This is an optimization exercise on Yosys and OpenROAD, whose aim is small area and a short achievable clock period, not a production implementation. Where RTL was checked, it was by simulation tests only, not by an equivalence proof against the original.

== lane 1 ==
Design data_mem_ctrl, start of the top module:
module data_mem_ctrl #(
    parameter int DWIDTH  = 16,
    parameter int AWIDTH  = 16,
    parameter int DEPTH   = DMEM_DEPTH,
    parameter int LATENCY = DMEM_LATENCY
) (
    input  logic              clk,
    input  logic              rst,
    input  logic              ram_en,
    input  logic              wen,
    input  logic [AWIDTH-1:0] ram_addr,
    input  logic [DWIDTH-1:0] w_ram_data,
    output logic [DWIDTH-1:0] r_ram_data,
    output logic              ram_valid,
    output logic              busy,
    output logic              addr_err,
    output logic [1:0]        dbg_state
);
==> module dmem_array, before the edit <==
module dmem_array #(
    parameter int DWIDTH = 16,
    parameter int NL     = 16,
    parameter int NH     = 16
) (
    input  logic                      clk,
    input  logic [NH*NL-1:0]          wsel,
    input  logic [DWIDTH-1:0]         wdata,
    input  logic [NL-1:0]             lo_sel,
    output logic [NH-1:0][DWIDTH-1:0] cand
);
    localparam int NT = NL / 3;
    localparam int NR = NL - 3 * NT;
    logic [DWIDTH-1:0] word_q [NH][NL];
    for (genvar j = 0; j < NH; j++) begin : g_grp
        for (genvar i = 0; i < NL; i++) begin : g_word
            always_ff @(posedge clk) begin
                if (wsel[j*NL+i]) begin
                    word_q[j][i] <= wdata;
                end
            end
        end
        for (genvar b = 0; b < DWIDTH; b++) begin : g_bit
            logic [NT-1:0] term_n;
            logic [NR:0]   rest;
            for (genvar t = 0; t < NT; t++) begin : g_term
                dmem_aoi3 u_aoi (
                    .s (lo_sel[3*t +: 3]),
                    .d ({word_q[j][3*t+2][b], word_q[j][3*t+1][b], word_q[j][3*t][b]}),
                    .yn(term_n[t])
                );
            end
            assign rest[0] = 1'b0;
            for (genvar r = 0; r < NR; r++) begin : g_rest
                assign rest[r+1] = rest[r] | (lo_sel[3*NT+r] & word_q[j][3*NT+r][b]);
            end
            assign cand[j][b] = ~&term_n | rest[NR];
        end
    end
endmodule
==> module dmem_aoi3, before the edit <==
module dmem_aoi3 (
    input  logic [2:0] s,
    input  logic [2:0] d,
    output logic       yn
);
    assign yn = ~|(s & d);
endmodule
==> module data_mem_ctrl, before the edit <==
module data_mem_ctrl #(
    parameter int DWIDTH  = 16,
    parameter int AWIDTH  = 16,
    parameter int DEPTH   = DMEM_DEPTH,
    parameter int LATENCY = DMEM_LATENCY
) (
    input  logic              clk,
    input  logic              rst,
    input  logic              ram_en,
    input  logic              wen,
    input  logic [AWIDTH-1:0] ram_addr,
    input  logic [DWIDTH-1:0] w_ram_data,
    output logic [DWIDTH-1:0] r_ram_data,
    output logic              ram_valid,
    output logic              busy,
    output logic              addr_err,
    output logic [1:0]        dbg_state
);
    localparam int IW = (DEPTH > 1) ? $clog2(DEPTH) : 1;
    localparam int LB = DMEM_LO_BITS;
    localparam int HB = IW - LB;
    localparam int NL = 2**LB;
    localparam int NH = 2**HB;
    logic [1:0]        state_q, state_d;
    logic              busy_q, busy_d;
    logic              aerr_q, aerr_d;
    logic [DWIDTH-1:0] rdata_q;
    logic              wen_q;
    logic              err_q;
    logic [LB-1:0]     lo_q;
    logic [NH-1:0]     hi_q;
    logic [DWIDTH-1:0] wdata_q;
    logic [NH-1:0][DWIDTH-1:0] cand_q;
    logic [NH-1:0][DWIDTH-1:0] cand_d;
    logic              idle, in_wait, in_resp;
    logic              in_err;
    logic [NL-1:0]     lo_hot, wlo_d, wlo_q;
    logic [NH-1:0]     hi_hot, whi_d, whi_q, whi_ok;
    logic [DEPTH-1:0]  wsel;
    logic [DWIDTH-1:0] arr_rdata;
    localparam logic [AWIDTH:0] DEPTH_A = (AWIDTH + 1)'(DEPTH);
    assign in_err = ({1'b0, ram_addr} >= DEPTH_A);
    assign idle    = !busy_q;
    assign in_wait = state_q[0];
    assign in_resp = state_q[1];
    always_comb begin
        state_d = 2'b00;
        if (!rst) begin
            if (idle) state_d = {1'b0, ram_en};
            else if (in_wait) state_d = 2'b10;
        end
        busy_d = (state_d != 2'b00);
        aerr_d = !rst && in_wait && err_q;
    end
    always_ff @(posedge clk) begin
        state_q <= state_d;
        busy_q  <= busy_d;
        aerr_q  <= aerr_d;
    end
    always_ff @(posedge clk) begin
        if (idle) begin
            wen_q   <= wen;
            err_q   <= in_err;
            lo_q    <= ram_addr[LB-1:0];
            hi_q    <= in_err ? '0 : hi_hot;
            wdata_q <= w_ram_data;
        end
    end
    always_ff @(posedge clk) begin
        cand_q <= cand_d;
    end
    always_ff @(posedge clk) begin
        if (rst) begin
            rdata_q <= '0;
        end else if (in_wait && !wen_q) begin
            rdata_q <= arr_rdata;
        end
    end
    always_ff @(posedge clk) begin
        whi_q <= whi_d;
        wlo_q <= wlo_d;
    end
    assign r_ram_data = rdata_q;
    assign ram_valid  = in_resp;
    assign busy       = busy_q;
    assign dbg_state  = state_q;
    assign addr_err   = aerr_q;
    for (genvar k = 0; k < NL; k++) begin : g_lo
        assign lo_hot[k]  = (ram_addr[LB-1:0] == LB'(k));
        assign wlo_d[k]   = (lo_q == LB'(k));
    end
    for (genvar k = 0; k < NH; k++) begin : g_hi
        assign hi_hot[k]  = (ram_addr[IW-1:LB] == HB'(k));
        assign whi_d[k]   = in_wait && wen_q && !rst && hi_q[k];
        assign whi_ok[k]  = whi_q[k] && !rst;
    end
    for (genvar w = 0; w < DEPTH; w++) begin : g_wsel
        assign wsel[w] = whi_ok[w / NL] && wlo_q[w % NL];
    end
    always_comb begin
        logic [DWIDTH-1:0] acc;
        acc = '0;
        for (int j = 0; j < NH; j++) begin
            acc = acc | (cand_q[j] & {DWIDTH{hi_q[j]}});
        end
        arr_rdata = acc;
    end
    dmem_array #(
        .DWIDTH(DWIDTH),
        .NL    (NL),
        .NH    (NH)
    ) u_array (
        .clk   (clk),
        .wsel  (wsel),
        .wdata (wdata_q),
        .lo_sel(lo_hot),
        .cand  (cand_d)
    );
endmodule
export LEC_CHECK = 0
export CAP_MARGIN = 20
export CORE_MARGIN = 2
export CORE_UTILIZATION = 65
export CTS_BUF_LIST = sky130_fd_sc_hd__clkbuf_16
export CTS_CLUSTER_DIAMETER = 80
export CTS_CLUSTER_SIZE = 25
export SETUP_SLACK_MARGIN = 3
export SLEW_MARGIN = 20
export SYNTH_HIERARCHICAL = 1
create_clock -name core_clock -period 5.2 [get_ports {clk}]
run.sh (not shown) runs the stock make flow with config.mk's settings and CLKGATE_MAP_FILE= SYNTH_SCRIPT=/design/flow/synth_recipe.tcl, a recipe that flattens the netlist after the stock synthesis.
Lane 1: PASS, flow complete, no timing, DRC or antenna violations
Inputs modified between lane 1 and lane 2:
-- flow/design.v --
<<< lane 1, line 20
    output logic [NH-1:0][DWIDTH-1:0] cand
);
    localparam int NT = NL / 3;
    localparam int NR = NL - 3 * NT;
    logic [DWIDTH-1:0] word_q [NH][NL];
    for (genvar j = 0; j < NH; j++) begin : g_grp
>>> lane 2, line 20
    output logic [NH-1:0][DWIDTH-1:0] cand
);
    logic [DWIDTH-1:0] word_q [NH][NL];
    for (genvar j = 0; j < NH; j++) begin : g_grp
<<< lane 1, line 31
            end
        end
        for (genvar b = 0; b < DWIDTH; b++) begin : g_bit
            logic [NT-1:0] term_n;
            logic [NR:0]   rest;
            for (genvar t = 0; t < NT; t++) begin : g_term
                dmem_aoi3 u_aoi (
                    .s (lo_sel[3*t +: 3]),
                    .d ({word_q[j][3*t+2][b], word_q[j][3*t+1][b], word_q[j][3*t][b]}),
                    .yn(term_n[t])
                );
            end
            assign rest[0] = 1'b0;
            for (genvar r = 0; r < NR; r++) begin : g_rest
                assign rest[r+1] = rest[r] | (lo_sel[3*NT+r] & word_q[j][3*NT+r][b]);
            end
            assign cand[j][b] = ~&term_n | rest[NR];
        end
    end
endmodule
module dmem_aoi3 (
    input  logic [2:0] s,
    input  logic [2:0] d,
    output logic       yn
);
    assign yn = ~|(s & d);
endmodule
import dmem_pkg::*;
>>> lane 2, line 29
            end
        end
        always_comb begin
            logic [DWIDTH-1:0] acc;
            acc = '0;
            for (int i = 0; i < NL; i++) begin
                acc = acc | (word_q[j][i] & {DWIDTH{lo_sel[i]}});
            end
            cand[j] = acc;
        end
    end
endmodule
import dmem_pkg::*;
<<< lane 1, line 86
    logic              wen_q;
    logic              err_q;
    logic [LB-1:0]     lo_q;
    logic [NH-1:0]     hi_q;
    logic [DWIDTH-1:0] wdata_q;
    logic [NH-1:0][DWIDTH-1:0] cand_q;
>>> lane 2, line 69
    logic              wen_q;
    logic              err_q;
    logic [IW-1:0]     idx_q;
    logic [DWIDTH-1:0] wdata_q;
    logic [NH-1:0][DWIDTH-1:0] cand_q;
<<< lane 1, line 120
            wen_q   <= wen;
            err_q   <= in_err;
            lo_q    <= ram_addr[LB-1:0];
            hi_q    <= in_err ? '0 : hi_hot;
            wdata_q <= w_ram_data;
        end
>>> lane 2, line 102
            wen_q   <= wen;
            err_q   <= in_err;
            idx_q   <= ram_addr[IW-1:0];
            wdata_q <= w_ram_data;
        end
<<< lane 1, line 132
            rdata_q <= '0;
        end else if (in_wait && !wen_q) begin
            rdata_q <= arr_rdata;
        end
    end
>>> lane 2, line 113
            rdata_q <= '0;
        end else if (in_wait && !wen_q) begin
            rdata_q <= err_q ? '0 : arr_rdata;
        end
    end
<<< lane 1, line 146
    for (genvar k = 0; k < NL; k++) begin : g_lo
        assign lo_hot[k]  = (ram_addr[LB-1:0] == LB'(k));
        assign wlo_d[k]   = (lo_q == LB'(k));
    end
    for (genvar k = 0; k < NH; k++) begin : g_hi
        assign hi_hot[k]  = (ram_addr[IW-1:LB] == HB'(k));
        assign whi_d[k]   = in_wait && wen_q && !rst && hi_q[k];
        assign whi_ok[k]  = whi_q[k] && !rst;
    end
>>> lane 2, line 127
    for (genvar k = 0; k < NL; k++) begin : g_lo
        assign lo_hot[k]  = (ram_addr[LB-1:0] == LB'(k));
        assign wlo_d[k]   = (idx_q[LB-1:0] == LB'(k));
    end
    for (genvar k = 0; k < NH; k++) begin : g_hi
        assign hi_hot[k]  = (idx_q[IW-1:LB] == HB'(k));
        assign whi_d[k]   = in_wait && wen_q && !err_q && !rst && hi_hot[k];
        assign whi_ok[k]  = whi_q[k] && !rst;
    end
<<< lane 1, line 160
        acc = '0;
        for (int j = 0; j < NH; j++) begin
            acc = acc | (cand_q[j] & {DWIDTH{hi_q[j]}});
        end
        arr_rdata = acc;
>>> lane 2, line 141
        acc = '0;
        for (int j = 0; j < NH; j++) begin
            acc = acc | (cand_q[j] & {DWIDTH{hi_hot[j]}});
        end
        arr_rdata = acc;
- Taking lane 1 over lane 2, the count of cells resized by post-cts repair ratio works out to 1.2.
- Vias after detailed routing of lane 1 is on par with lane 2.
- In lane 2, the number of cells on the worst reg-to-reg path came out 1 below the value in lane 1.
- Lane 2 — gate count after technology mapping about 10% higher, lane 1 as reference
- Lane 2 against lane 1: first-iteration DRC count has decreased; number of placed instances with taps included shows an increase of about 4%; final-layout clock buffer total rose by 1.0%.
For lane 1, only the layout was checked, not whether the RTL still works.

==> separate check: timing with driven ports <==
The flow's constraints put no driver on any port. The routed layouts listed below were extracted and timed again, unchanged, in two steps.
Step 1 (the two cells are an assumption about what drives the block):
set clk [get_ports {clk}]
set_driving_cell -lib_cell sky130_fd_sc_hd__clkbuf_16 $clk
set_driving_cell -lib_cell sky130_fd_sc_hd__buf_2 [delete_from_list [all_inputs] $clk]
Step 2, shift: input delay + t, output delay - t, t = (earliest + latest rising clock arrival at the registers) / 2. This alone moves slack from input paths to output paths.
Three values: no drivers, after step 1, after step 2; two values: the first two.
run	t, ns	slack for setup (ns)	pins driven straight from the clock port
lane 1	0.964	2.486 / 2.486 / 1.911	1
lane 2	0.983	2.681 / 2.600 / 1.981	1
After both steps setup and hold are still met in every run listed. For lane 2, which loses most, drivers alone change the setup slack by -0.081 ns; drivers and shift together by -0.700 ns.
